Background: an optimization exercise with open tools, aiming at small area, a short achievable clock period and few clock cycles. Do not read the settings as production practice. At most, simulation tests tie the RTL to the original design; equivalence was not proved. The RTL of run 3 was laid out without a check of its function. No activity file was given, so power comes from the tool's default toggle rates.

`design/flow/run.sh`:
```
#!/bin/bash
# synth_recipe.tcl (not shown) runs the flow's synth.tcl, then flattens the netlist and writes it again
# the make line also repeats each setting of config.mk as NAME=value (left out here)
make -C /OpenROAD-flow-scripts/flow DESIGN_CONFIG=/design/flow/config.mk WORK_HOME=/design/flow/orfs CLKGATE_MAP_FILE= SYNTH_SCRIPT=/design/flow/synth_recipe.tcl finish
```
`design/flow/config.mk`:
```
export PLATFORM = sky130hd
export DESIGN_NAME = rv_top
export DESIGN_NICKNAME = rv_top
export VERILOG_FILES = /design/flow/design.v
export SDC_FILE = /design/flow/constraint.sdc
export NUM_CORES = 4
export LEC_CHECK = 0
export CAP_MARGIN = 20
export CORE_MARGIN = 2
export CORE_UTILIZATION = 40
export SLEW_MARGIN = 20
```
`design/flow/constraint.sdc`:
```
create_clock -name core_clock -period 14.0 [get_ports {clk}]
set_input_delay 2.8000 -clock core_clock [delete_from_list [all_inputs] [get_ports {clk}]]
set_output_delay 2.8000 -clock core_clock [all_outputs]
set_load 0.01 [all_outputs]
```
`design/flow/design.v`:
```
`default_nettype none
package rv_pkg;
    localparam int XLEN = 32;
    typedef logic [XLEN-1:0] word_t;
    typedef logic [4:0]      reg_addr_t;
    localparam word_t RESET_PC = 32'h0000_0000;
    typedef struct packed {
        logic       cyc;
        logic       stb;
        logic       we;
        word_t      adr;
        word_t      dat_w;
        logic [3:0] sel;
    } wb_req_t;
    typedef struct packed {
        word_t dat_r;
        logic  ack;
    } wb_rsp_t;
endpackage
`default_nettype wire
`timescale 1ns/1ps
`default_nettype none
module rv_decoder (
    input  rv_pkg::word_t inst,
    output logic          is_load,
    output logic          is_store,
    output logic          is_branch,
    output logic          is_jal,
    output logic          is_jalr,
    output logic          is_lui,
    output logic          is_auipc,
    output logic          is_op,
    output logic          is_opimm,
    output logic          is_system,
    output logic          use_imm,
    output logic          sub,
    output rv_pkg::word_t imm,       
    output rv_pkg::word_t imm_t      
);
    logic [4:0] opc;
    logic [2:0] f3;
    assign opc = inst[6:2];
    assign f3  = inst[14:12];
    assign is_load   = (opc == 5'b00000);
    assign is_opimm  = (opc == 5'b00100);
    assign is_auipc  = (opc == 5'b00101);
    assign is_store  = (opc == 5'b01000);
    assign is_op     = (opc == 5'b01100);
    assign is_lui    = (opc == 5'b01101);
    assign is_branch = (opc == 5'b11000);
    assign is_jalr   = (opc == 5'b11001);
    assign is_jal    = (opc == 5'b11011);
    assign is_system = (opc == 5'b11100);
    assign use_imm = !(is_op || is_branch);
    assign sub = is_branch ||
                 ((is_op || is_opimm) && f3[2:1] == 2'b01) ||
                 (is_op && f3 == 3'b000 && inst[30]);
    assign imm = is_store ? {{20{inst[31]}}, inst[31:25], inst[11:7]}
                          : {{20{inst[31]}}, inst[31:20]};
    always_comb begin
        if (is_jal)
            imm_t = {{12{inst[31]}}, inst[19:12], inst[20], inst[30:21], 1'b0};
        else if (is_branch)
            imm_t = {{20{inst[31]}}, inst[7], inst[30:25], inst[11:8], 1'b0};
        else
            imm_t = {inst[31:12], 12'b0};
    end
endmodule
`default_nettype wire
`timescale 1ns/1ps
`default_nettype none
module rv_regfile (
    input  logic              clk,
    input  rv_pkg::reg_addr_t raddr1,
    input  rv_pkg::reg_addr_t raddr2,
    output rv_pkg::word_t     rdata1,
    output rv_pkg::word_t     rdata2,
    input  logic              we,
    input  rv_pkg::reg_addr_t waddr,
    input  rv_pkg::word_t     wdata
);
    rv_pkg::word_t regs [1:31];
    always_ff @(posedge clk) begin
        for (int i = 1; i < 32; i++) begin
            if (we && waddr == 5'(i)) begin
                regs[i] <= wdata;
            end
        end
    end
    always_comb begin
        rdata1 = '0;
        rdata2 = '0;
        for (int i = 1; i < 32; i++) begin
            rdata1 = rdata1 | (regs[i] & {32{raddr1 == 5'(i)}});
            rdata2 = rdata2 | (regs[i] & {32{raddr2 == 5'(i)}});
        end
    end
endmodule
`default_nettype wire
`timescale 1ns/1ps
`default_nettype none
module rv_execute (
    input  rv_pkg::word_t op_a,
    input  rv_pkg::word_t op_b,
    input  logic          sub,
    input  logic [2:0]    f3,
    input  logic          arith,      
    output rv_pkg::word_t sum,        
    output rv_pkg::word_t alu_out,    
    output logic          take        
);
    logic [32:0] addr_sum;
    logic        lt;
    logic        ltu;
    logic        eq;
    rv_pkg::word_t x;
    rv_pkg::word_t shin;
    rv_pkg::word_t shr;
    rv_pkg::word_t shl;
    logic [4:0]  shamt;
    assign addr_sum = {1'b0, op_a} + {1'b0, op_b ^ {32{sub}}} + {32'b0, sub};
    assign sum      = addr_sum[31:0];
    assign ltu      = !addr_sum[32];
    assign lt       = (op_a[31] != op_b[31]) ? op_a[31] : addr_sum[31];
    assign x        = op_a ^ op_b;
    assign eq       = (x == '0);
    assign shamt = op_b[4:0];
    always_comb begin
        for (int i = 0; i < 32; i++) shin[i] = f3[2] ? op_a[i] : op_a[31-i];
        shr = rv_pkg::word_t'($signed({arith && f3[2] && op_a[31], shin}) >>> shamt);
        for (int i = 0; i < 32; i++) shl[i] = shr[31-i];
    end
    always_comb begin
        unique case (f3)
            3'b000:  alu_out = sum;
            3'b001:  alu_out = shl;
            3'b010:  alu_out = {31'b0, lt};
            3'b011:  alu_out = {31'b0, ltu};
            3'b100:  alu_out = x;
            3'b101:  alu_out = shr;
            3'b110:  alu_out = op_a | op_b;
            default: alu_out = op_a & op_b;
        endcase
    end
    always_comb begin
        unique case (f3[2:1])
            2'b00:   take = eq;
            2'b10:   take = lt;
            2'b11:   take = ltu;
            default: take = 1'b0;
        endcase
        take = take ^ f3[0];
    end
endmodule
`default_nettype wire
`timescale 1ns/1ps
`default_nettype none
module rv_lsu (
    input  logic [2:0]    st_f3,
    input  logic [1:0]    st_lane,
    input  rv_pkg::word_t store_data,
    output logic [3:0]    sel,
    output rv_pkg::word_t bus_wdata,
    input  logic [2:0]    ld_f3,
    input  logic [1:0]    ld_lane,
    input  rv_pkg::word_t bus_rdata,
    output rv_pkg::word_t load_data
);
    always_comb begin
        unique case (st_f3[1:0])
            2'b00: begin
                sel       = 4'b0001 << st_lane;
                bus_wdata = {4{store_data[7:0]}};
            end
            2'b01: begin
                sel       = st_lane[1] ? 4'b1100 : 4'b0011;
                bus_wdata = {2{store_data[15:0]}};
            end
            default: begin
                sel       = 4'b1111;
                bus_wdata = store_data;
            end
        endcase
    end
    logic [15:0] half;
    logic [7:0]  byte_v;
    assign half   = ld_lane[1] ? bus_rdata[31:16] : bus_rdata[15:0];
    assign byte_v = ld_lane[0] ? half[15:8] : half[7:0];
    always_comb begin
        unique case (ld_f3[1:0])
            2'b00:   load_data = {{24{byte_v[7] && !ld_f3[2]}}, byte_v};
            2'b01:   load_data = {{16{half[15] && !ld_f3[2]}}, half};
            default: load_data = bus_rdata;
        endcase
    end
endmodule
`default_nettype wire
`timescale 1ns/1ps
`default_nettype none
module rv_core (
    input  logic            clk,
    input  logic            reset,
    output rv_pkg::wb_req_t wb_req,
    input  rv_pkg::wb_rsp_t wb_rsp,
    output logic            halted
);
    logic          cyc;
    logic          we;
    logic [31:2]   adr;
    logic [1:0]    lane;
    logic [3:0]    sel;
    rv_pkg::word_t dat_w;
    logic          mem;       
    logic          v;         
    rv_pkg::word_t ir;
    logic [31:2]   xpc;       
    logic [4:0]    ld_rd;
    logic [2:0]    ld_f3;
    logic          bus_ack;
    assign bus_ack = cyc && wb_rsp.ack;
    logic is_load, is_store, is_branch, is_jal, is_jalr, is_lui, is_auipc;
    logic is_op, is_opimm, is_system, use_imm, sub;
    rv_pkg::word_t imm, imm_t;
    logic [2:0] f3;
    logic [4:0] rd;
    assign f3 = ir[14:12];
    assign rd = ir[11:7];
    rv_decoder u_decoder (
        .inst      (ir),
        .is_load   (is_load),
        .is_store  (is_store),
        .is_branch (is_branch),
        .is_jal    (is_jal),
        .is_jalr   (is_jalr),
        .is_lui    (is_lui),
        .is_auipc  (is_auipc),
        .is_op     (is_op),
        .is_opimm  (is_opimm),
        .is_system (is_system),
        .use_imm   (use_imm),
        .sub       (sub),
        .imm       (imm),
        .imm_t     (imm_t)
    );
    rv_pkg::word_t rs1_data, rs2_data;
    logic          rf_we;
    logic [4:0]    rf_waddr;
    rv_pkg::word_t rf_wdata;
    rv_regfile u_regfile (
        .clk    (clk),
        .raddr1 (ir[19:15]),
        .raddr2 (ir[24:20]),
        .rdata1 (rs1_data),
        .rdata2 (rs2_data),
        .we     (rf_we),
        .waddr  (rf_waddr),
        .wdata  (rf_wdata)
    );
    rv_pkg::word_t sum, alu_out;
    logic          take;
    rv_execute u_execute (
        .op_a    (rs1_data),
        .op_b    (use_imm ? imm : rs2_data),
        .sub     (sub),
        .f3      (f3),
        .arith   (ir[30]),
        .sum     (sum),
        .alu_out (alu_out),
        .take    (take)
    );
    rv_pkg::word_t tgt;
    assign tgt = {xpc, 2'b00} + imm_t;
    rv_pkg::word_t result;
    always_comb begin
        if (is_lui)                 result = imm_t;
        else if (is_auipc)          result = tgt;
        else if (is_jal || is_jalr) result = {adr, 2'b00};
        else if (is_op || is_opimm) result = alu_out;
        else                        result = sum;
    end
    logic redir, needs_ack, xfire, writes_rd;
    assign redir     = is_jal || is_jalr || (is_branch && take);
    assign needs_ack = is_load || is_store || redir || is_system;
    assign xfire     = v && !mem && (!needs_ack || bus_ack);
    assign writes_rd = is_op || is_opimm || is_lui || is_auipc || is_jal || is_jalr;
    logic [3:0]    st_sel;
    rv_pkg::word_t st_data, load_data;
    rv_lsu u_lsu (
        .st_f3      (f3),
        .st_lane    (sum[1:0]),
        .store_data (rs2_data),
        .sel        (st_sel),
        .bus_wdata  (st_data),
        .ld_f3      (ld_f3),
        .ld_lane    (lane),
        .bus_rdata  (wb_rsp.dat_r),
        .load_data  (load_data)
    );
    assign rf_we    = mem ? (bus_ack && !we) : (xfire && writes_rd);
    assign rf_waddr = mem ? ld_rd : rd;
    assign rf_wdata = mem ? load_data : result;
    logic [31:2] seq_adr;
    assign seq_adr = (mem ? xpc : adr) + 30'd1;
    always_ff @(posedge clk or posedge reset) begin
        if (reset) begin
            cyc    <= 1'b0;
            we     <= 1'b0;
            mem    <= 1'b0;
            v      <= 1'b0;
            halted <= 1'b0;
            adr    <= rv_pkg::RESET_PC[31:2];
        end else if (!halted) begin
            cyc <= 1'b1;
            if (mem) begin
                if (bus_ack) begin
                    mem <= 1'b0;
                    we  <= 1'b0;
                    adr <= seq_adr;
                end
            end else if (bus_ack) begin
                if (v && redir) begin
                    v   <= 1'b0;
                    adr <= is_jalr ? sum[31:2] : tgt[31:2];
                end else if (v && is_system) begin
                    v      <= 1'b0;
                    cyc    <= 1'b0;
                    halted <= 1'b1;
                end else begin
                    v <= 1'b1;
                    if (v && (is_load || is_store)) begin
                        mem <= 1'b1;
                        we  <= is_store;
                        adr <= sum[31:2];
                    end else begin
                        adr <= seq_adr;
                    end
                end
            end else if (v && !needs_ack) begin
                v <= 1'b0;
            end
        end
    end
    always_ff @(posedge clk) begin
        if (!mem && bus_ack) begin
            ir  <= wb_rsp.dat_r;
            xpc <= adr;
        end
        if (!mem && bus_ack && v) begin
            lane  <= sum[1:0];
            sel   <= st_sel;
            dat_w <= st_data;
            ld_rd <= rd;
            ld_f3 <= f3;
        end
    end
    always_comb begin
        wb_req.cyc   = cyc;
        wb_req.stb   = cyc;
        wb_req.we    = we;
        wb_req.adr   = {adr, lane};
        wb_req.sel   = sel;
        wb_req.dat_w = dat_w;
    end
endmodule
`default_nettype wire
`timescale 1ns/1ps
`default_nettype none
module rv_top (
    input  logic        clk,
    input  logic        reset,
    output logic        wb_cyc,
    output logic        wb_stb,
    output logic        wb_we,
    output logic [31:0] wb_adr,
    output logic [31:0] wb_dat_w,
    output logic [3:0]  wb_sel,
    input  logic [31:0] wb_dat_r,
    input  logic        wb_ack,
    output logic        halted
);
    rv_pkg::wb_req_t wb_req;
    rv_pkg::wb_rsp_t wb_rsp;
    rv_core u_core (
        .clk    (clk),
        .reset  (reset),
        .wb_req (wb_req),
        .wb_rsp (wb_rsp),
        .halted (halted)
    );
    assign wb_cyc       = wb_req.cyc;
    assign wb_stb       = wb_req.stb;
    assign wb_we        = wb_req.we;
    assign wb_adr       = wb_req.adr;
    assign wb_dat_w     = wb_req.dat_w;
    assign wb_sel       = wb_req.sel;
    assign wb_rsp.dat_r = wb_dat_r;
    assign wb_rsp.ack   = wb_ack;
endmodule
`default_nettype wire
```
==> reports/qor.yml, run 1 <==
worstReg2RegEnd: "u_core.adr[27]"
period_minus_slack_ps: 8630
cts_setup_buffers: 0
initial_core_util_pct: 40.2
p_clk_share_pct: 30.2
yosysTopAreaCell: "edfxtp_1"
crit_chain: "nand2_1 > nor2_4 > buf_4 > a221o_1 > nor4_1 > a31oi_4 > buf_4 > mux2i_1 > fa_1 > nor2b_1 > o21ai_0 > nand4b_1 > nand3_1 > a211oi_1 > o21bai_1 > and3_1 > a2111oi_0 > nand3_1 > a21o_1 > nand2_1 > mux2_2 > a22o_1"
critPathBufInv: 2
final_cell_area_um2: 70400
start_kind: "flop"
core_area_um2: 154000
p_sw_uw: 3920
power_uw: 10900
switching_share_pct: 35.8
syn-cell-area_um2: 61900
crit_fanout: 50
hold_violations: 0
path_clk_slew_ps: 60
ctsRootBufferMaster: "clkbuf_16"
synth_warnings: 6
synthArstFlopShare_pct: 3.09
ys_seq_elements: 1133
rsz0062_at_grt: "false"
seq_power_share_pct: 41.5
grt_pass1_wl_um: 455000
ir_worst_vdd_uv: 109
maxCapViolations: 0
htree_levels: 3
port_buffers: 106
clk_path_buf_depth: 3
power_frac_comb_pct: 28.3
ys_types: 110
track_usage_pct: 41.9
cts-buffers-inserted: 121
grt_max_degree: 73
min_path_cells: 0
finalSetupViolations: 0
netlist_top_cells_area: "edfxtp_1, a22oi_1, nand3_1"
worstHoldEndpoint: "u_core.ld_rd[1]"
drc_errors: 0
wl_per_cell_um: 44.4
timing.rr.start: "u_core.ir[20]"
drive_gt1_share_pct: 12.0
synth_flop_cell: "edfxtp_1"
area_growth_pct: 13.8
routed_via_density: 7.57
ios: 107
arrival_ps: 9280
insertion_delay_ps: 810
cts_resized: 0
pwr_density_cell_nw_per_um2: 155
holdCritPathClass: "flop to flop"
finClkSkew_ps: 73.0
gp_congestion: 1.10
syn_area_per_cell_um2: 11.2
synth-edff-count: 1098
end_kind: "flop"
critPathKind: "flop to flop"
dieWidth_um: 397
drtIter0Drc: 13700
power_leakage_uw: 0.0245
dpl-instance-area_um2: 66300
run_status: "complete, no violations"
period_share_pct: 61.7
fp.dieH_um: 397
cts.hold.buffers_added: 0
synthesis.instances: 5539
dr.pass1.iters: 12
overflow: 0
grt_pass1_vias: 53400
max_slew_margin_pct: 13.8
cts_tree: "done"
min_from: "u_core.ir[8]"
rows: 144
utilization_pct: 45.8
cts_num_sinks: 1133
yosysSeqAreaShare_pct: 54.7
cpPeakStageDelay_ps: 890
finalSetupTns_ps: 0
die_area_um2: 158000
internal_power_uw: 7020
cpLargestDelayFamily: "simple AND/OR/NAND/NOR gates"
antenna_found_initial: 14
synth_top_area_share_pct: 53.3
final.fill_count: 14100
nets: 5747
max_freq_ghz: 0.116
dp_hpwl_um: 215000
rrSetupSlack_ps: 5370
maxSlewViolCount: 0
ant_nets: 0
crit_slowest_cell: "edfxtp_1"
routed_wl_um: 343000
rr_worst_depth: 22
vias: 58600
tightest_slew_ps: 1280
cp.required_ps: 14650
==> cell usage in the layout, fill, tap and decap left out, types with 34 or more instances in the layout <==
cell type / count
a2111oi_0: 65
a211oi_1: 42
a21o_1: 62
a21oi_1: 220
a221oi_1: 41
a22o_1: 46
a22oi_1: 554
a31oi_1: 55
and3_1: 227
buf_4: 242
clkbuf_16: 122
clkdlybuf4s50_1: 106
dfrtp_1: 34
edfxtp_1: 1098
ha_1: 125
inv_1: 109
mux2i_1: 87
mux4_2: 36
nand2_1: 354
nand2b_1: 36
nand3_1: 435
nand4_1: 166
nor2_1: 241
nor2_4: 69
nor3_1: 65
nor4_1: 45
o211ai_1: 45
o21a_1: 45
o21ai_0: 164
xnor2_1: 85
xor2_1: 47
==> worst reg2reg max path, delay by kind of cell, from the launching register on <==
kind	cells	cell delay, ps
flip-flops	1	890
AO/OA/AOI/OAI	8	2180
buffers and inverters	2	1320
multiplexers	2	740
adder cells (fa/ha/maj)	1	510
AND/OR/NAND/NOR	9	2890
==> cells by family after synthesis <==
logic type                 after synthesis  synth area share, %
AOI/OAI and AO/OA                     1578                 18.3
xor gates and xnor gates               132                 1.87
DFF                                   1133                 54.7
adders and majority gates              127                 2.59
buffers and inverters                  541                 3.62
muxes                                  148                 3.18
and+or+nand+nor                       1880                 15.7
==> stage by stage <==
stage / cells / worst slack (ps) / hold WS (ps)
floorplan: 5539 / 7330 / 424
finish: 7741 / 5370 / 530
global route: 7732 / 5230 / 561
global placement: 7505 / 5760 / 525
CTS: 7730 / 5680 / 540
detailed placement: 7505 / 5730 / 507
==> registers in the layout (all words and copies together) (netlist names), 2 cells and up <==
| name | count |
|---|---|
| u_core.xpc | 30 |
| u_core.lane | 2 |
| u_core.u_regfile.regs | 992 |
| u_core.sel | 4 |
| u_core.ld_rd | 5 |
| u_core.dat_w | 32 |
| u_core.ir | 30 |
| u_core.adr | 30 |
| u_core.ld_f3 | 3 |
==> how the worst max path moves through the flow <==
stage	from	to	slack, ps	cells after the start
6_report	u_core.ir[20]	u_core.adr[27]	5370	22
3_3_place_gp	u_core.ir[20]	u_core.u_regfile.regs[20][27]	5760	24
5_1_grt	u_core.ir[21]	u_core.adr[27]	5230	22
4_1_cts	u_core.ir[20]	u_core.adr[27]	5680	22
2_1_floorplan	u_core.ir[3]	u_core.u_regfile.regs[10][19]	7330	23
3_5_place_dp	u_core.ir[20]	u_core.adr[27]	5730	22
==> area by class of cell <==
class | count | area [µm²] | share of cell area, %
Antenna cell | 10 | 25.0 | 0.0355
Clock buffer | 139 | 3120 | 4.43
Clock inverter | 86 | 918 | 1.30
Inverter | 114 | 428 | 0.608
Multi-Input combinational cell | 3865 | 26600 | 37.8
Sequential cell | 1133 | 33900 | 48.1
Tap cell | 2044 | 2560 | 3.63
Timing Repair Buffer | 350 | 2910 | 4.13
==> power by group through the flow <==
stage | clock (µW) | combinational [µW] | sequential (µW)
6_report | 3300 | 3100 | 4540
5_1_grt | 3420 | 3160 | 4550
4_1_cts | 3290 | 2940 | 4540
3_5_place_dp | 0 | 2930 | 4610
3_3_place_gp | 0 | 2920 | 4600
2_1_floorplan | 0 | 1500 | 4540
==> metal layers <==
metal  track usage [%]  wire length [µm]  up-vias
li1                  -                 -    22100
met1              52.5            119000    28500
met2              58.1            136000     6226
met3              18.4             57300     1737
met4              27.8             30500       19
met5             0.515               250        -
==> Yosys cell counts (45+ instances only) <==
cell type and count:
a22o_1 46, nor4_1 48, xor2_1 47, nand3_1 435, buf_1 58, o21a_1 46
nor2_1 333, xnor2_1 85, mux2i_1 87, o211ai_1 45, inv_1 110, nor3_1 68
clkbuf_1 285, a2111oi_0 65, a21o_1 62, buf_2 62, nand2_1 354, a31oi_1 62
a21oi_1 226, a22oi_1 554, and3_1 228, edfxtp_1 1098, ha_1 125, nand4_1 166
o21ai_0 166
Testbench counts, summed over its fixed seeds: cycles 151,834.
==> run 2: changes to the inputs <==
--- a/design/flow/design.v
+++ b/design/flow/design.v
@@ -71,2 +71,33 @@
 `default_nettype none
+module rv_rf_sel3 (
+    input  logic [2:0] d,
+    input  logic [2:0] s,
+    output logic       y_n
+);
+    assign y_n = !((d[0] && s[0]) || (d[1] && s[1]) || (d[2] && s[2]));
+endmodule
+module rv_rf_port (
+    input  rv_pkg::reg_addr_t raddr,
+    input  logic [31:0][31:0] q,
+    output rv_pkg::word_t     rdata
+);
+    logic [32:0] s;
+    logic [31:0][10:0] y_n;
+    always_comb begin
+        for (int i = 0; i < 32; i++) s[i] = (raddr == 5'(i)) && (i != 0);
+        s[32] = 1'b0;
+    end
+    for (genvar b = 0; b < 32; b++) begin : g_bit
+        for (genvar k = 0; k < 11; k++) begin : g_grp
+            logic [2:0] d;
+            assign d = {(3*k+2 < 32) ? q[(3*k+2) % 32][b] : 1'b0, q[3*k+1][b], q[3*k][b]};
+            rv_rf_sel3 u_sel (
+                .d   (d),
+                .s   (s[3*k+2:3*k]),
+                .y_n (y_n[b][k])
+            );
+        end
+        assign rdata[b] = !(&y_n[b]);
+    end
+endmodule
 module rv_regfile (
@@ -82,2 +113,3 @@
     rv_pkg::word_t regs [1:31];
+    logic [31:0][31:0] q;
     always_ff @(posedge clk) begin
@@ -90,9 +122,7 @@
     always_comb begin
-        rdata1 = '0;
-        rdata2 = '0;
-        for (int i = 1; i < 32; i++) begin
-            rdata1 = rdata1 | (regs[i] & {32{raddr1 == 5'(i)}});
-            rdata2 = rdata2 | (regs[i] & {32{raddr2 == 5'(i)}});
-        end
+        q[0] = '0;
+        for (int i = 1; i < 32; i++) q[i] = regs[i];
     end
+    rv_rf_port u_rd1 (.raddr (raddr1), .q (q), .rdata (rdata1));
+    rv_rf_port u_rd2 (.raddr (raddr2), .q (q), .rdata (rdata2));
 endmodule
@@ -218,2 +248,4 @@
     logic [2:0]    ld_f3;
+    rv_pkg::word_t opa;       
+    rv_pkg::word_t opb;       
     logic          bus_ack;
@@ -250,4 +282,4 @@
         .clk    (clk),
-        .raddr1 (ir[19:15]),
-        .raddr2 (ir[24:20]),
+        .raddr1 (wb_rsp.dat_r[19:15]),
+        .raddr2 (wb_rsp.dat_r[24:20]),
         .rdata1 (rs1_data),
@@ -261,4 +293,4 @@
     rv_execute u_execute (
-        .op_a    (rs1_data),
-        .op_b    (use_imm ? imm : rs2_data),
+        .op_a    (opa),
+        .op_b    (use_imm ? imm : opb),
         .sub     (sub),
@@ -290,3 +322,3 @@
         .st_lane    (sum[1:0]),
-        .store_data (rs2_data),
+        .store_data (opb),
         .sel        (st_sel),
@@ -342,2 +374,7 @@
     end
+    logic fwd1, fwd2, lfwd1, lfwd2;
+    assign fwd1  = xfire && writes_rd && rd != 5'd0 && wb_rsp.dat_r[19:15] == rd;
+    assign fwd2  = xfire && writes_rd && rd != 5'd0 && wb_rsp.dat_r[24:20] == rd;
+    assign lfwd1 = ld_rd != 5'd0 && ir[19:15] == ld_rd;
+    assign lfwd2 = ld_rd != 5'd0 && ir[24:20] == ld_rd;
     always_ff @(posedge clk) begin
@@ -346,2 +383,8 @@
             xpc <= adr;
+            opa <= fwd1 ? result : rs1_data;
+            opb <= fwd2 ? result : rs2_data;
+        end
+        if (mem && bus_ack && !we) begin
+            if (lfwd1) opa <= load_data;
+            if (lfwd2) opb <= load_data;
         end
--- a/design/flow/config.mk
+++ b/design/flow/config.mk
@@ -11 +11,2 @@
 export SLEW_MARGIN = 20
+export SYNTH_HIERARCHICAL = 1
==> reports/qor.yml, run 2 <==
finClkSkew_ps: 68.8  # -4.24 ps
htree_levels: 4  # +1
insertion_delay_ps: 800  # about the same
maxCapViolations: 0  # unchanged
vias: 51200  # -13%
tightest_slew_ps: 1180  # -107 ps
instances_no_fill: 7363  # -4.9%
drive_gt1_share_pct: 13.1  # +1.1 points
cts_setup_buffers: 0  # unchanged
holdCritPathClass: "flop to flop"
p_sw_uw: 3970  # +1.1%
syn_area_per_cell_um2: 12.8  # +15%
rrSetupSlack_ps: 5020  # -350 ps
worstReg2RegEnd: "u_core.u_regfile.regs[10][19]"
cts_tree: "done"
hold_violations: 0  # unchanged
arrival_ps: 9450  # +170 ps
crit_fanout: 32  # -36%
maxSlewViolCount: 0  # unchanged
ir_worst_vdd_uv: 98.0  # -10%
drtIter0Drc: 10200  # -25%
nets: 5381  # -6.4%
wl_per_cell_um: 36.8  # -17%
final_common_cell: "edfxtp_1"
fp.dieH_um: 396  # -0.29%
start_kind: "flop"
period_share_pct: 64.1  # +2.5 points
dp.cells: 7105  # -5.3%
grt_pass1_vias: 47700  # -11%
crit_start: "u_core.ir[2]"
port_buffers: 106  # unchanged
core_area_um2: 152000  # -1.0%
utilization_pct: 46.9  # +1.1 points
ant_nets: 0  # unchanged
finalSetupTns_ps: 0  # unchanged
cts-buffers-inserted: 132  # +9.1%
internal_power_uw: 7230  # +2.9%
synthesis.instances: 4790  # -14%
routed_via_density: 6.95  # -8.2%
dr_wl_met2_um: 120000  # -12%
period_minus_slack_ps: 8980  # +349 ps
cp.required_ps: 14470  # -180 ps
power_leakage_uw: 0.0245  # +0.31%
rsz0062_at_grt: "false"
wl_met3_um: 28900  # -50%
clk_path_buf_depth: 3  # unchanged
synth_warnings: 13  # +7
initial_core_util_pct: 40.4  # +0.19 points
gp_congestion: 1.03  # -6.3%
ios: 107  # unchanged
layout_common_cells: "edfxtp_1, a222oi_1, nand2_1"
max_freq_ghz: 0.111  # -3.9%
rr_worst_depth: 19  # -14%
pwr_density_cell_nw_per_um2: 157  # +0.86%
dr.pass1.iters: 13  # +1
final_cell_area_um2: 71400  # +1.4%
routed_wl_um: 271000  # -21%
die_area_um2: 157000  # -0.57%
switching_share_pct: 35.4  # -0.42 points
largest_reg_flops: 992  # unchanged
cts.hold.buffers_added: 0  # unchanged
max_slew_margin_pct: 21.1  # +7.3 points
overflow: 0  # unchanged
largest-register: "u_core.u_regfile.regs"
antenna_found_initial: 25  # +11
timing.rr.start: "u_core.ir[2]"
dpl-instance-area_um2: 66900  # +0.85%
p_clk_share_pct: 30.4  # +0.2 points
min_path_cells: 1  # +1
cts_num_sinks: 1197  # +5.6%
grt_pass1_wl_um: 373000  # -18%
track_usage_pct: 33.6  # -8.3 points
area_growth_pct: 16.1
dieWidth_um: 396  # -0.29%
grt_max_degree: 71  # -2.7%
cts_resized: 0  # unchanged
ctsRootBufferMaster: "clkbuf_16"
dp_hpwl_um: 185000  # -14%
critPathKind: "flop to flop"
highest_layer: "met5"
wl_met1_um: 100000  # -16%
seq_power_share_pct: 42.8  # +1.3 points
rows: 143  # -0.69%
power_frac_comb_pct: 26.7  # -1.6 points
crit_end: "u_core.u_regfile.regs[10][19]"
end_kind: "flop"
syn-cell-area_um2: 61500  # -0.58%
hold_ws_ps: 558  # +27.4 ps
run_status: "complete, no violations"
drc_errors: 0  # unchanged
finalSetupViolations: 0  # unchanged
path_clk_slew_ps: 60  # about the same
[run 2: final cells by class]
cell class,instances,area (µm²)
diodes,11,27.5
clock buffers,163,3430
clock inverters,74,777
fillers,13500,80900
inverters,110,415
multi-input cells,3508,26500
flip-flops and latches,1197,35100
well taps,2030,2540
repair buffers,270,2610
[run 2: stage by stage]
step	worst slack (ps)	total power, µW
6_report	5020	11200
5_1_grt	4740	11500
4_1_cts	5300	11100
3_5_place_dp	5350	7750
3_3_place_gp	5250	7730
2_1_floorplan	5960	6220
[run 2: power by group through the flow]
stage	sequential, µW	combinational, µW	clock, µW
floorplan	4740	1490	0
detailed placement	4850	2900	0
global placement	4850	2870	0
finish	4800	2990	3410
CTS	4780	2900	3440
global route	4800	3100	3580
[run 2: critical path, stage by stage (launching register included)]
cell	delay (ps)
edfxtp_1	550
nor3b_4	440
o21ai_2	110
buf_4	300
mux2_2	710
clkinv_1	920
ha_1	650
nor4_1	320
nand4_1	140
nor4_1	520
mux2i_1	150
a41oi_1	200
o211ai_1	410
a211o_1	440
nor4_1	360
o21ai_1	180
nand2_1	390
nand4bb_1	780
nor2_4	800
buf_16	250
[run 2: metal layers]
metal  global-route usage, %  up-vias
met3                    6.60      712
met5                       0        -
met4                    23.8       12
met1                    43.0    25600
met2                    50.9     3615
li1                        -    21200
[run 2: worst min path at each step]
stage                    from         endpoint  slack, ps
3_5_place_dp    u_core.ir[13]  u_core.ld_f3[1]        540
5_1_grt         u_core.opb[1]  u_core.dat_w[1]        600
6_report        u_core.ir[13]  u_core.ld_f3[1]        560
4_1_cts         u_core.ir[13]  u_core.ld_f3[1]        560
3_3_place_gp    u_core.ir[13]  u_core.ld_f3[1]        540
2_1_floorplan  u_core.opb[23]   u_core.opb[23]        460
Testbench counts of run 2, summed over its fixed seeds: cycles 151,834.
==> run 3: changes to the inputs <==
--- a/design/flow/design.v
+++ b/design/flow/design.v
@@ -240,4 +240,2 @@
     logic [1:0]    lane;
-    logic [3:0]    sel;
-    rv_pkg::word_t dat_w;
     logic          mem;       
@@ -246,4 +244,5 @@
     logic [31:2]   xpc;       
-    logic [4:0]    ld_rd;
-    logic [2:0]    ld_f3;
+    logic          xpred;     
+    logic [4:0]    ld_rd;     
+    logic [2:0]    ld_f3;     
     rv_pkg::word_t opa;       
@@ -282,4 +281,4 @@
         .clk    (clk),
-        .raddr1 (wb_rsp.dat_r[19:15]),
-        .raddr2 (wb_rsp.dat_r[24:20]),
+        .raddr1 (mem ? ir[19:15] : wb_rsp.dat_r[19:15]),
+        .raddr2 (mem ? ir[24:20] : wb_rsp.dat_r[24:20]),
         .rdata1 (rs1_data),
@@ -303,3 +302,5 @@
     rv_pkg::word_t tgt;
-    assign tgt = {xpc, 2'b00} + imm_t;
+    logic [31:2]   xpc4;
+    assign tgt  = {xpc, 2'b00} + imm_t;
+    assign xpc4 = xpc + 30'd1;
     rv_pkg::word_t result;
@@ -308,3 +309,3 @@
         else if (is_auipc)          result = tgt;
-        else if (is_jal || is_jalr) result = {adr, 2'b00};
+        else if (is_jal || is_jalr) result = {xpc4, 2'b00};
         else if (is_op || is_opimm) result = alu_out;
@@ -313,4 +314,4 @@
     logic redir, needs_ack, xfire, writes_rd;
-    assign redir     = is_jal || is_jalr || (is_branch && take);
-    assign needs_ack = is_load || is_store || redir || is_system;
+    assign redir     = is_jalr || (is_branch && (take != xpred));
+    assign needs_ack = is_load || is_store || is_branch || is_jalr || is_system;
     assign xfire     = v && !mem && (!needs_ack || bus_ack);
@@ -320,4 +321,4 @@
     rv_lsu u_lsu (
-        .st_f3      (f3),
-        .st_lane    (sum[1:0]),
+        .st_f3      (ld_f3),
+        .st_lane    (lane),
         .store_data (opb),
@@ -333,4 +334,11 @@
     assign rf_wdata = mem ? load_data : result;
-    logic [31:2] seq_adr;
-    assign seq_adr = (mem ? xpc : adr) + 30'd1;
+    rv_pkg::word_t fi;
+    logic          fpred;
+    logic [31:2]   fimm;
+    logic [31:2]   next_adr;
+    assign fi    = wb_rsp.dat_r;
+    assign fpred = (fi[6:2] == 5'b11011) || (fi[6:2] == 5'b11000 && fi[31]);
+    assign fimm  = fi[3] ? {{12{fi[31]}}, fi[19:12], fi[20], fi[30:22]}
+                         : {{20{fi[31]}}, fi[7], fi[30:25], fi[11:9]};
+    assign next_adr = adr + (fpred ? fimm : 30'd1);
     always_ff @(posedge clk or posedge reset) begin
@@ -349,3 +357,3 @@
                     we  <= 1'b0;
-                    adr <= seq_adr;
+                    adr <= xpred ? tgt[31:2] : xpc4;
                 end
@@ -354,3 +362,3 @@
                     v   <= 1'b0;
-                    adr <= is_jalr ? sum[31:2] : tgt[31:2];
+                    adr <= is_jalr ? sum[31:2] : xpred ? xpc4 : tgt[31:2];
                 end else if (v && is_system) begin
@@ -366,3 +374,3 @@
                     end else begin
-                        adr <= seq_adr;
+                        adr <= next_adr;
                     end
@@ -381,4 +389,7 @@
         if (!mem && bus_ack) begin
-            ir  <= wb_rsp.dat_r;
-            xpc <= adr;
+            ir    <= wb_rsp.dat_r;
+            xpc   <= adr;
+            xpred <= fpred;
+        end
+        if (!mem && bus_ack && !(v && (is_load || is_store))) begin
             opa <= fwd1 ? result : rs1_data;
@@ -386,5 +397,5 @@
         end
-        if (mem && bus_ack && !we) begin
-            if (lfwd1) opa <= load_data;
-            if (lfwd2) opb <= load_data;
+        if (mem && bus_ack) begin
+            opa <= (lfwd1 && !we) ? load_data : rs1_data;
+            opb <= (lfwd2 && !we) ? load_data : rs2_data;
         end
@@ -392,4 +403,2 @@
             lane  <= sum[1:0];
-            sel   <= st_sel;
-            dat_w <= st_data;
             ld_rd <= rd;
@@ -403,4 +412,4 @@
         wb_req.adr   = {adr, lane};
-        wb_req.sel   = sel;
-        wb_req.dat_w = dat_w;
+        wb_req.sel   = st_sel;
+        wb_req.dat_w = st_data;
     end
==> design/flow/flow/run.sh (new file) <==
#!/bin/bash
# Standard layout, with timing repair aimed below the clock period: the
# repair steps work towards the setup margin set here, so that the achieved
# period (period less setup slack) shrinks. Constraints are unchanged.
set -o pipefail
cp standard.sh standard_sh.txt
cat >> config.mk <<'CFG'
export SETUP_SLACK_MARGIN = 8.5
CFG
bash standard.sh > standard.log 2>&1
==> design/flow/standard.sh (new file) <==
#!/bin/bash
# synth_recipe.tcl (not shown) runs the flow's synth.tcl, then flattens the netlist and writes it again
# the make line also repeats each setting of config.mk as NAME=value (left out here)
make -C /OpenROAD-flow-scripts/flow DESIGN_CONFIG=/design/flow/config.mk WORK_HOME=/design/flow/orfs CLKGATE_MAP_FILE= SYNTH_SCRIPT=/design/flow/synth_recipe.tcl "${@:-finish}"
--- a/design/flow/config.mk
+++ b/design/flow/config.mk
@@ -12 +12,2 @@
 export SYNTH_HIERARCHICAL = 1
+export SETUP_SLACK_MARGIN = 8.5
removed: design/flow/run.sh
==> reports/qor.yml, run 3 <==
routed_wl_um: 299000  # +10%
utilization_pct: 50.6  # +3.7 points
hold_violations: 0  # unchanged
track_usage_pct: 36.0  # +2.4 points
clk_path_buf_depth: 3  # unchanged
cp.required_ps: 14660  # +190 ps
drive_gt1_share_pct: 22.8  # +9.7 points
cts_tree: "done"
fp.dieH_um: 399  # +0.69%
ir_worst_vdd_uv: 127  # +30%
arrival_ps: 6740  # -2710 ps
rsz0062_at_grt: "true"
insertion_delay_ps: 820  # +20 ps
ant_nets: 0  # unchanged
die_area_um2: 159000  # +1.4%
drc_errors: 0  # unchanged
wl_per_cell_um: 37.9  # +3.0%
pwr_density_cell_nw_per_um2: 150  # -4.5%
run_status: "complete, no violations"
synthesis.instances: 5010  # +4.6%
port_buffers: 106  # unchanged
path_clk_slew_ps: 70  # about the same
start_kind: "flop"
period_share_pct: 43.4  # -21 points
grt_pass1_vias: 52000  # +9.1%
rows: 144  # +0.70%
cts.hold.buffers_added: 0  # unchanged
crit_path_frequent_cell: "buf_4"
syn-cell-area_um2: 62400  # +1.4%
routed_via_density: 7.10  # +2.2%
crit_fanout: 8  # -75%
dr.pass1.iters: 15  # +2
vias: 55900  # +9.3%
tightest_slew_ps: 1120  # -57.7 ps
final.fill_count: 13300  # -1.5%
cpPeakStageDelay_ps: 440  # -480 ps
dp_hpwl_um: 186000  # +0.50%
max_freq_ghz: 0.165  # +48%
initial_core_util_pct: 40.4  # about the same
critPathKind: "flop to flop"
syn_area_per_cell_um2: 12.4  # -3.1%
finalSetupViolations: 0  # unchanged
holdCritPathClass: "flop to flop"
area_growth_pct: 25.4
finClkSkew_ps: 88.9  # +20.1 ps
largest-register: "u_core.u_regfile.regs"
maxCapViolations: 0  # unchanged
end_kind: "flop"
period_minus_slack_ps: 6070  # -2910 ps
ctsRootBufferMaster: "clkbuf_16"
antenna_found_initial: 10  # -60%
htree_levels: 3  # -1
drtIter0Drc: 12000  # +18%
largest_reg_flops: 992  # unchanged
power_leakage_uw: 0.0274  # +12%
dieWidth_um: 399  # +0.69%
overflow: 0  # unchanged
ios: 107  # unchanged
gp_congestion: 1.01  # -2.0%
hold_ws_ps: 565  # +7.17 ps
cts_num_sinks: 1162  # -2.9%
synth_warnings: 13  # unchanged
layout_common_cells: "edfxtp_1, a222oi_1, nand2_1"
top_regs: "u_core.u_regfile.regs (992), u_core.opa (32), u_core.opb (32)"
finalSetupTns_ps: 0  # unchanged
final_common_cell: "edfxtp_1"
core_area_um2: 154000  # +1.4%
maxSlewViolCount: 0  # unchanged
nets: 5901  # +9.7%
grt_pass1_wl_um: 403000  # +8.0%
crit_slowest_cell: "edfxtp_1"
grt_max_degree: 65  # -8.5%
max_slew_margin_pct: 25.4  # +4.3 points
cts-buffers-inserted: 121  # -8.3%
-- run 3: timing repair --
item                                    in CTS  in global routing
hold endpoints to repair                     0                  0
endpoints found under the setup margin    2096               1473
cloned                                      37                 10
pin swaps                                  144                 91
setup buffers                              206                 70
resized for setup                          507                194
-- run 3: metrics by stage --
stage | cell area (µm²) | instances | setup slack [ps] | total power [µW]
after global placement | 67900 | 7315 | 6580 | 7460
after CTS | 76500 | 7785 | 8140 | 11200
final | 78200 | 7878 | 7930 | 11700
after floorplan | 63900 | 5263 | 8320 | 6070
after global routing | 78200 | 7868 | 7860 | 11900
after detailed placement | 68000 | 7316 | 6450 | 7480
-- run 3: worst paths after layout --
| path | to | slack (ps) | cells past startpoint | start |
|---|---|---|---|---|
| worst max-delay path | u_core.adr[21] | 7930 | 33 | u_core.ir[3] |
| worst min-delay path | u_core.xpc[6] | 560 | 0 | u_core.adr[6] |
| worst max register to register | u_core.adr[21] | 7930 | 33 | u_core.ir[3] |
| worst min register to register | u_core.xpc[6] | 560 | 0 | u_core.adr[6] |
| max in group asynchronous | u_core.mem | 11140 | 3 | reset |
| min in group asynchronous | u_core.adr[22] | 2450 | 3 | reset |
-- run 3: cell type report --
class                   instances  area [µm²]  area share [%]
diodes                         11        27.5          0.0352
clock buffers                 153        3170            4.05
clock inverters                73         766           0.979
inverters                     122         464           0.594
multi-input cells            3764       30900            39.5
flip-flops and latches       1162       34700            44.4
well taps                    2044        2560            3.27
repair buffers                548        5580            7.14
repair inverters                1        5.00         0.00640
-- run 3: report_power, final --
part           leakage (µW)  switching [µW]  total [µW]  internal (µW)
sequential           0.0106             265        4590           4320
combinational        0.0149            2510        3890           1380
clock               0.00190            1430        3230           1790
-- run 3: metal layers --
layer  routed length [µm]  GRT usage [%]  vias to the layer above  share of wire [%]
met3                37000           9.97                     1106                 12
met1               101000           42.8                    27700                 34
li1                     -              -                    22700                  -
met2               131000           55.0                     4451                 44
met4                30000           28.1                        6                 10
met5                   47              0                        -              0.016
-- run 3: critical path: cells and delay by family (launching register included) --
| kind | cells | cell delay [ps] |
|---|---|---|
| compound gates | 11 | 1620 |
| fa+ha+maj | 1 | 270 |
| xor+xnor | 2 | 480 |
| simple gates | 3 | 560 |
| mux | 2 | 530 |
| buf+inv | 14 | 2010 |
| flops | 1 | 440 |
==> run 4: changes to the inputs <==
--- a/design/flow/design.v
+++ b/design/flow/design.v
@@ -245,2 +245,4 @@
     logic          xpred;     
+    logic          x_use_imm;  
+    logic          x_sub;
     logic [4:0]    ld_rd;     
@@ -275,2 +277,20 @@
     );
+    logic f_use_imm, f_sub;
+    rv_decoder u_fdecoder (
+        .inst      (wb_rsp.dat_r),
+        .is_load   (),
+        .is_store  (),
+        .is_branch (),
+        .is_jal    (),
+        .is_jalr   (),
+        .is_lui    (),
+        .is_auipc  (),
+        .is_op     (),
+        .is_opimm  (),
+        .is_system (),
+        .use_imm   (f_use_imm),
+        .sub       (f_sub),
+        .imm       (),
+        .imm_t     ()
+    );
     rv_pkg::word_t rs1_data, rs2_data;
@@ -293,4 +313,4 @@
         .op_a    (opa),
-        .op_b    (use_imm ? imm : opb),
-        .sub     (sub),
+        .op_b    (x_use_imm ? imm : opb),
+        .sub     (x_sub),
         .f3      (f3),
@@ -343,2 +363,13 @@
     assign next_adr = adr + (fpred ? fimm : 30'd1);
+    logic        sel_sum, sel_br;
+    logic [31:2] br_adr, base_adr, adr_d;
+    assign sel_sum = !mem && bus_ack && v && (is_jalr || is_load || is_store);
+    assign sel_br  = !mem && bus_ack && v && is_branch && (take != xpred);
+    assign br_adr  = xpred ? xpc4 : tgt[31:2];
+    always_comb begin
+        if (!bus_ack)  base_adr = adr;
+        else if (mem)  base_adr = xpred ? tgt[31:2] : xpc4;
+        else           base_adr = next_adr;
+    end
+    assign adr_d = sel_sum ? sum[31:2] : sel_br ? br_adr : base_adr;
     always_ff @(posedge clk or posedge reset) begin
@@ -353,2 +384,3 @@
             cyc <= 1'b1;
+            adr <= adr_d;
             if (mem) begin
@@ -357,3 +389,2 @@
                     we  <= 1'b0;
-                    adr <= xpred ? tgt[31:2] : xpc4;
                 end
@@ -362,3 +393,2 @@
                     v   <= 1'b0;
-                    adr <= is_jalr ? sum[31:2] : xpred ? xpc4 : tgt[31:2];
                 end else if (v && is_system) begin
@@ -372,5 +402,2 @@
                         we  <= is_store;
-                        adr <= sum[31:2];
-                    end else begin
-                        adr <= next_adr;
                     end
@@ -391,3 +418,5 @@
             xpc   <= adr;
-            xpred <= fpred;
+            xpred     <= fpred;
+            x_use_imm <= f_use_imm;
+            x_sub     <= f_sub;
         end
==> design/flow/run.sh (new file) <==
#!/bin/bash
# synth_recipe.tcl (not shown) runs the flow's synth.tcl, then flattens the netlist and writes it again
# the make line also repeats each setting of config.mk as NAME=value (left out here)
make -C /OpenROAD-flow-scripts/flow DESIGN_CONFIG=/design/flow/config.mk WORK_HOME=/design/flow/orfs CLKGATE_MAP_FILE= SYNTH_SCRIPT=/design/flow/synth_recipe.tcl finish
--- a/design/flow/config.mk
+++ b/design/flow/config.mk
@@ -12,2 +12 @@
 export SYNTH_HIERARCHICAL = 1
-export SETUP_SLACK_MARGIN = 8.5
removed: design/flow/flow/run.sh
removed: design/flow/standard.sh
==> reports/qor.yml, run 4 <==
run_status: "complete, no violations"
dr.pass1.iters: 15  # unchanged
final.fill_count: 14100  # +5.7%
cts.hold.buffers_added: 0  # unchanged
end_kind: "flop"
period_minus_slack_ps: 7700  # +1630 ps
crit_slowest_cell: "o221ai_1"
largest-register: "u_core.u_regfile.regs"
cp.depth: 21  # -36%
dieWidth_um: 399  # +0.12%
syn_area_per_cell_um2: 12.4  # about the same
drtIter0Drc: 11700  # -3.1%
power_leakage_uw: 0.0245  # -11%
arrival_ps: 8340  # +1600 ps
finalSetupTns_ps: 0  # unchanged
ios: 107  # unchanged
ant_nets: 0  # unchanged
largest_reg_flops: 992  # unchanged
nets: 5608  # -5.0%
final_common_cell: "edfxtp_1"
crit_chain: "nor3b_4 > nand2_4 > mux2_2 > mux2_2 > xor2_1 > ha_1 > nand4_1 > o221ai_1 > a21boi_0 > o211ai_1 > nand2_1 > o311a_1 > mux2i_1 > o211ai_1 > xor2_1 > and3_1 > nand2_1 > and2_1 > o221ai_1 > a221oi_1 > nor3_1"
period_share_pct: 55.0  # +12 points
rsz0062_at_grt: "false"
cpPeakStageDelay_ps: 750  # +310 ps
drive_gt1_share_pct: 12.4  # -10 points
cp.required_ps: 14650  # about the same
synthesis.instances: 5022  # +0.24%
top_regs: "u_core.u_regfile.regs (992), u_core.opa (32), u_core.opb (32)"
grt_pass1_vias: 49300  # -5.2%
utilization_pct: 46.3  # -4.3 points
dp_hpwl_um: 189000  # +1.3%
routed_via_density: 6.95  # -2.1%
critPathKind: "flop to flop"
syn-cell-area_um2: 62500  # +0.24%
core_area_um2: 156000  # +0.81%
crit_fanout: 29  # +21
ir_worst_vdd_uv: 127  # -0.18%
cts-buffers-inserted: 130  # +7.4%
cts_resized: 0  # -100%
layout_common_cells: "edfxtp_1, a222oi_1, nand2_1"
track_usage_pct: 34.4  # -1.5 points
rr_worst_depth: 21  # -36%
drc_errors: 0  # unchanged
start_kind: "flop"
clk_path_buf_depth: 3  # unchanged
area_growth_pct: 15.3
antenna_found_initial: 10  # unchanged
rows: 145  # +0.69%
maxCapViolations: 0  # unchanged
gp_congestion: 1.02  # +1.2%
port_buffers: 106  # unchanged
finalSetupViolations: 0  # unchanged
rrSetupSlack_ps: 6300  # -1630 ps
routed_wl_um: 282000  # -5.7%
critPathBufInv: 0  # -14
wl_per_cell_um: 37.1  # -2.1%
grt_max_degree: 66  # +1.5%
grt_pass1_wl_um: 386000  # -4.1%
path_clk_slew_ps: 70  # about the same
hold_violations: 0  # unchanged
pwr_density_cell_nw_per_um2: 157  # +5.0%
vias: 52800  # -5.7%
insertion_delay_ps: 800  # -20 ps
max_slew_margin_pct: 15.8  # -9.6 points
synth_warnings: 13  # unchanged
tightest_slew_ps: 1250  # +136 ps
overflow: 0  # unchanged
min_path_cells: 0  # unchanged
initial_core_util_pct: 40.2  # -0.23 points
ctsRootBufferMaster: "clkbuf_16"
max_freq_ghz: 0.130  # -21%
maxSlewViolCount: 0  # unchanged
cts_num_sinks: 1164  # +0.17%
holdCritPathClass: "flop to flop"
cpLargestDelayFamily: "compound AO/OA/AOI/OAI gates"
htree_levels: 4  # +1
die_area_um2: 159000  # +0.24%
cts_tree: "done"
finClkSkew_ps: 69.9  # -19.0 ps
fp.dieH_um: 399  # +0.12%
cts_setup_buffers: 0  # -100%
-- run 4: area by class of cell --
type	count	area, µm²	share of cell area (%)
Sequential cell	1164	34800	48.2
Multi-Input combinational cell	3752	27800	38.6
Clock buffer	160	3380	4.68
Tap cell	2058	2570	3.57
Timing Repair Buffer	263	2240	3.11
Clock inverter	69	851	1.18
Inverter	116	435	0.604
Antenna cell	6	15.0	0.0208
-- run 4: per-layer routing --
metal	global-route usage [%]	wire (µm)	vias to the layer above
li1	-	-	22100
met4	23.5	23100	6
met3	7.69	32400	704
met1	42.5	98500	26100
met5	0	41	-
met2	53.8	128000	3841
-- run 4: metrics by stage --
stage / setup WS, ps / std cells / instance area (µm²) / power (µW) / hold slack [ps]
finish: 6300 / 7588 / 72100 / 11300 / 560
floorplan: 7440 / 5275 / 63500 / 6280 / 449
detailed placement: 5830 / 7353 / 67900 / 7870 / 561
global placement: 5830 / 7353 / 67800 / 7870 / 566
global route: 6090 / 7584 / 72100 / 11600 / 582
CTS: 6560 / 7582 / 72100 / 11200 / 559
-- run 4: worst paths after layout --
kind                                        to          start
max in group asynchronous           u_core.mem          reset
worst min-delay path             u_core.xpc[8]  u_core.adr[8]
min in group asynchronous       u_core.adr[19]          reset
worst min register to register   u_core.xpc[8]  u_core.adr[8]
worst max-delay path            u_core.adr[19]   u_core.ir[5]
worst max register to register  u_core.adr[19]   u_core.ir[5]
-- run 4: report_power, final --
part,internal (µW),switching (µW)
Combinational,925,2360
Clock,1870,1520
Sequential,4400,265
Total,7190,4140
-- run 4: worst register-to-register path: cells and delay by family (launching register included) --
kind | cells | cell delay (ps)
and+or+nand+nor | 8 | 2240
DFF | 1 | 500
adders and majority gates | 1 | 420
xor gates and xnor gates | 2 | 450
AOI/OAI and AO/OA | 7 | 2890
muxes | 3 | 1060
Testbench counts of run 4, summed over its fixed seeds: cycles 143,241.
==> run 5: changes to the inputs <==
--- a/design/flow/design.v
+++ b/design/flow/design.v
@@ -135,6 +135,15 @@
     input  logic          sub,
+    input  rv_pkg::word_t rs1,        
+    input  rv_pkg::word_t rs2,        
     input  logic [2:0]    f3,
     input  logic          arith,      
+    input  logic          alu_en,     
+    input  logic          sel_lui,
+    input  logic          sel_auipc,
+    input  logic          sel_link,
+    input  rv_pkg::word_t imm_u,
+    input  rv_pkg::word_t tgt,
+    input  rv_pkg::word_t link,
     output rv_pkg::word_t sum,        
-    output rv_pkg::word_t alu_out,    
+    output rv_pkg::word_t result,     
     output logic          take        
@@ -144,3 +153,5 @@
     logic        ltu;
-    logic        eq;
+    logic        beq;
+    logic        blt;
+    logic        bltu;
     rv_pkg::word_t x;
@@ -150,2 +161,3 @@
     logic [4:0]  shamt;
+    logic [7:0]  sel;
     assign addr_sum = {1'b0, op_a} + {1'b0, op_b ^ {32{sub}}} + {32'b0, sub};
@@ -155,3 +167,5 @@
     assign x        = op_a ^ op_b;
-    assign eq       = (x == '0);
+    assign beq      = (rs1 == rs2);
+    assign bltu     = (rs1 < rs2);
+    assign blt      = (rs1[31] != rs2[31]) ? rs1[31] : bltu;
     assign shamt = op_b[4:0];
@@ -163,18 +177,20 @@
     always_comb begin
-        unique case (f3)
-            3'b000:  alu_out = sum;
-            3'b001:  alu_out = shl;
-            3'b010:  alu_out = {31'b0, lt};
-            3'b011:  alu_out = {31'b0, ltu};
-            3'b100:  alu_out = x;
-            3'b101:  alu_out = shr;
-            3'b110:  alu_out = op_a | op_b;
-            default: alu_out = op_a & op_b;
-        endcase
+        for (int i = 0; i < 8; i++) sel[i] = alu_en && f3 == 3'(i);
     end
+    assign result = (sum          & {32{sel[0]}})
+                  | (shl          & {32{sel[1]}})
+                  | ({31'b0, lt}  & {32{sel[2]}})
+                  | ({31'b0, ltu} & {32{sel[3]}})
+                  | (x            & {32{sel[4]}})
+                  | (shr          & {32{sel[5]}})
+                  | ((op_a | op_b) & {32{sel[6]}})
+                  | ((op_a & op_b) & {32{sel[7]}})
+                  | (imm_u        & {32{sel_lui}})
+                  | (tgt          & {32{sel_auipc}})
+                  | (link         & {32{sel_link}});
     always_comb begin
         unique case (f3[2:1])
-            2'b00:   take = eq;
-            2'b10:   take = lt;
-            2'b11:   take = ltu;
+            2'b00:   take = beq;
+            2'b10:   take = blt;
+            2'b11:   take = bltu;
             default: take = 1'b0;
@@ -247,2 +263,3 @@
     logic          x_sub;
+    logic [4:0]    x_imm_lo;   
     logic [4:0]    ld_rd;     
@@ -309,14 +326,4 @@
     );
-    rv_pkg::word_t sum, alu_out;
+    rv_pkg::word_t sum, result;
     logic          take;
-    rv_execute u_execute (
-        .op_a    (opa),
-        .op_b    (x_use_imm ? imm : opb),
-        .sub     (x_sub),
-        .f3      (f3),
-        .arith   (ir[30]),
-        .sum     (sum),
-        .alu_out (alu_out),
-        .take    (take)
-    );
     rv_pkg::word_t tgt;
@@ -325,10 +332,21 @@
     assign xpc4 = xpc + 30'd1;
-    rv_pkg::word_t result;
-    always_comb begin
-        if (is_lui)                 result = imm_t;
-        else if (is_auipc)          result = tgt;
-        else if (is_jal || is_jalr) result = {xpc4, 2'b00};
-        else if (is_op || is_opimm) result = alu_out;
-        else                        result = sum;
-    end
+    rv_execute u_execute (
+        .op_a    (opa),
+        .op_b      (x_use_imm ? {{20{ir[31]}}, ir[31:25], x_imm_lo} : opb),
+        .sub       (x_sub),
+        .rs1       (opa),
+        .rs2       (opb),
+        .f3        (f3),
+        .arith     (ir[30]),
+        .alu_en    (is_op || is_opimm),
+        .sel_lui   (is_lui),
+        .sel_auipc (is_auipc),
+        .sel_link  (is_jal || is_jalr),
+        .imm_u     (imm_t),
+        .tgt       (tgt),
+        .link      ({xpc4, 2'b00}),
+        .sum       (sum),
+        .result    (result),
+        .take      (take)
+    );
     logic redir, needs_ack, xfire, writes_rd;
@@ -421,2 +439,3 @@
             x_sub     <= f_sub;
+            x_imm_lo  <= (wb_rsp.dat_r[6:2] == 5'b01000) ? wb_rsp.dat_r[11:7] : wb_rsp.dat_r[24:20];
         end
==> design/flow/flow/run.sh (new file) <==
#!/bin/bash
# Standard layout (the standard.sh, unchanged synthesis), with the
# timing repair steps aimed below the clock period: repair_timing works on
# the worst path towards the setup margin set here, so that the achieved
# period (period less setup slack) shrinks. Clock period, I/O delays and
# loads are the design's, unchanged.
set -o pipefail
cat >> config.mk <<'CFG'
export SETUP_SLACK_MARGIN = 9
export TNS_END_PERCENT = 0
CFG
bash standard.sh > standard.log 2>&1
==> design/flow/standard.sh (new file) <==
#!/bin/bash
# synth_recipe.tcl (not shown) runs the flow's synth.tcl, then flattens the netlist and writes it again
# the make line also repeats each setting of config.mk as NAME=value (left out here)
make -C /OpenROAD-flow-scripts/flow DESIGN_CONFIG=/design/flow/config.mk WORK_HOME=/design/flow/orfs CLKGATE_MAP_FILE= SYNTH_SCRIPT=/design/flow/synth_recipe.tcl "${@:-finish}"
--- a/design/flow/config.mk
+++ b/design/flow/config.mk
@@ -12 +12,3 @@
 export SYNTH_HIERARCHICAL = 1
+export SETUP_SLACK_MARGIN = 9
+export TNS_END_PERCENT = 0
removed: design/flow/run.sh
==> reports/qor.yml, run 5 <==
ios: 107  # unchanged
area_growth_pct: 18.6
pwr_density_cell_nw_per_um2: 134  # -15%
cp.required_ps: 14440  # -210 ps
dp_hpwl_um: 175000  # -7.1%
rsz0062_at_grt: "true"
routed_via_density: 7.09  # +1.9%
maxSlewViolCount: 6  # +6
routed_wl_um: 282000  # about the same
cts_tree: "done"
dieWidth_um: 397  # -0.67%
power_uw: 9810  # -13%
max_freq_ghz: 0.175  # +35%
hold_ws_ps: 554  # -5.83 ps
period_share_pct: 40.8  # -14 points
min_from: "u_core.adr[31]"
layout_common_cells: "edfxtp_1, a222oi_1, nand2_1"
maxCapViolations: 1  # +1
ant_nets: 0  # unchanged
synthesis.instances: 4844  # -3.5%
fp.dieH_um: 397  # -0.67%
finClkSkew_ps: 132  # +62.1 ps
end_kind: "flop"
drive_gt1_share_pct: 15.3  # +3.0 points
cts-buffers-inserted: 120  # -7.7%
rows: 144  # -0.69%
antenna_found_initial: 18  # +8
die_area_um2: 157000  # -1.3%
track_usage_pct: 34.3  # -0.15 points
final_common_cell: "edfxtp_1"
port_buffers: 106  # unchanged
utilization_pct: 47.6  # +1.3 points
finalSetupViolations: 0  # unchanged
holdCritPathClass: "flop to flop"
syn-cell-area_um2: 61700  # -1.3%
syn_area_per_cell_um2: 12.7  # +2.3%
worstHoldEndpoint: "u_core.xpc[31]"
synth_warnings: 13  # unchanged
check.faults: "max-capacitance violations, max-slew violations"
min_path_cells: 0  # unchanged
vias: 53200  # +0.90%
ir_worst_vdd_uv: 109  # -14%
arrival_ps: 6160  # -2180 ps
nets: 5588  # -0.36%
dr.pass1.iters: 17  # +2
drtIter0Drc: 11200  # -4.4%
crit_fanout: 16  # -45%
wl_per_cell_um: 37.5  # +1.1%
max_slew_margin_pct: -5.82  # -22 points
htree_levels: 3  # -1
worstReg2RegEnd: "u_core.u_regfile.regs[5][15]"
overflow: 0  # unchanged
tightest_slew_ps: 1590  # +333 ps
timing.rr.start: "u_core.x_use_imm"
drc_errors: 0  # unchanged
top_regs: "u_core.u_regfile.regs (992), u_core.opa (32), u_core.opb (32)"
final_cell_area_um2: 73100  # +1.4%
rrSetupSlack_ps: 8300  # +2000 ps
largest_reg_flops: 992  # unchanged
dpl-instance-area_um2: 67200  # -1.0%
initial_core_util_pct: 40.2  # about the same
critPathKind: "primary input to flop"
core_area_um2: 154000  # -1.4%
rr_worst_depth: 13  # -38%
cts_num_sinks: 1169  # +0.43%
start_kind: "primary input"
largest-register: "u_core.u_regfile.regs"
grt_pass1_vias: 49600  # +0.51%
gp_congestion: 0.985  # -3.7%
insertion_delay_ps: 820  # +20 ps
power_leakage_uw: 0.0258  # +5.1%
grt_pass1_wl_um: 383000  # -0.82%
clk_path_buf_depth: 3  # unchanged
grt_max_degree: 65  # -1.5%
finalSetupTns_ps: 0  # unchanged
period_minus_slack_ps: 5720  # -1980 ps
hold_violations: 0  # unchanged
run_status: "complete, but fails checks"
cts.hold.buffers_added: 0  # unchanged
ctsRootBufferMaster: "clkbuf_16"
path_clk_slew_ps: 60  # about the same
==> run 5: final cells by class <==
class / instances / area, µm²
fill: 13700 / 80400
sequential: 1169 / 34900
multi-input combinational: 3611 / 28400
clock buffer: 146 / 3100
timing repair buffer: 310 / 2790
tap: 2044 / 2560
clock inverter: 69 / 692
inverter: 163 / 618
antenna: 1 / 2.50
==> run 5: critical path, stage by stage <==
cell,delay (ps)
clkdlybuf4s50_1,400
buf_4,190
mux2_4,340
buf_4,180
nand2b_4,140
buf_4,200
nor2_4,160
a222oi_1,370
nand4_1,580
or3_1,610
nand2_1,100
nand2_1,50
==> run 5: layer usage <==
metal,part of all wire [%],vias to the layer above,routed length (µm),track usage (%)
li1,-,21800,-,-
met3,12,757,35000,7.98
met4,8.4,14,23600,23.8
met2,44,4099,124000,52.7
met5,0.037,-,103,0
met1,35,26600,98800,42.7
==> run 5: how the worst max path moves through the flow <==
stage	depth (start not counted)	start	slack [ps]	to
CTS	21	u_core.ir[2]	8480	u_core.u_regfile.regs[12][31]
finish	12	wb_dat_r[15]	8280	u_core.opa[21]
global route	20	u_core.ir[2]	8330	u_core.u_regfile.regs[15][25]
global placement	17	wb_dat_r[3]	6460	u_core.adr[30]
detailed placement	17	wb_dat_r[3]	6450	u_core.adr[30]
floorplan	18	wb_dat_r[3]	8370	u_core.adr[30]
==> run 5: per-stage QoR <==
step	std cells	setup WS (ps)
global placement	7189	6460
finish	7513	8280
CTS	7471	8480
global route	7512	8330
detailed placement	7191	6450
floorplan	5098	8370
==> run 5: report_power, final <==
group,total (µW),switching (µW),internal [µW],leakage (µW)
Combinational,2380,1590,792,0.0131
Clock,3160,1420,1740,0.00184
Sequential,4260,234,4030,0.0109
==> run 5: timing repair <==
| action | CTS | global route |
|---|---|---|
| gates resized for setup | 201 | 94 |
| pin swaps | 54 | 52 |
| gates cloned | 24 | 6 |
| endpoints found under the setup margin | 1122 | 1521 |
| setup buffers | 41 | 33 |
Testbench counts of run 5, summed over its fixed seeds: cycles 143,241.

-- port drivers added, routing unchanged --
How much do the figures lean on ideal ports? The routed layouts below were timed once more, with nothing changed but the port constraints.
Step 1, drivers: a clkbuf_16 drives clk and a buf_2 each remaining input, both assumed.
Step 2, shift: input delay + t, output delay - t, t = (earliest + latest rising clock arrival at the registers) / 2. This alone moves slack from input paths to output paths.
Slacks: ideal ports / drivers / drivers and shift; pairs: ideal ports / drivers.
| run | shift t [ns] | setup slack, ns | worst data-port slew with drivers (ns) |
|---|---|---|---|
| run 1 | 0.851 | 5.368 / 5.368 / 5.368 | 0.05 |
| run 2 | 0.840 | 5.020 / 5.020 / 5.020 | 0.10 |
| run 3 | 0.859 | 7.927 / 7.927 / 7.539 | 0.05 |
| run 4 | 0.861 | 6.302 / 6.302 / 5.713 | 0.11 |
| run 5 | 0.838 | 8.284 / 8.297 / 7.499 | 0.13 |
The setup slack of run 5, which loses most, moves by +0.013 ns with the drivers and by -0.785 ns with both steps.
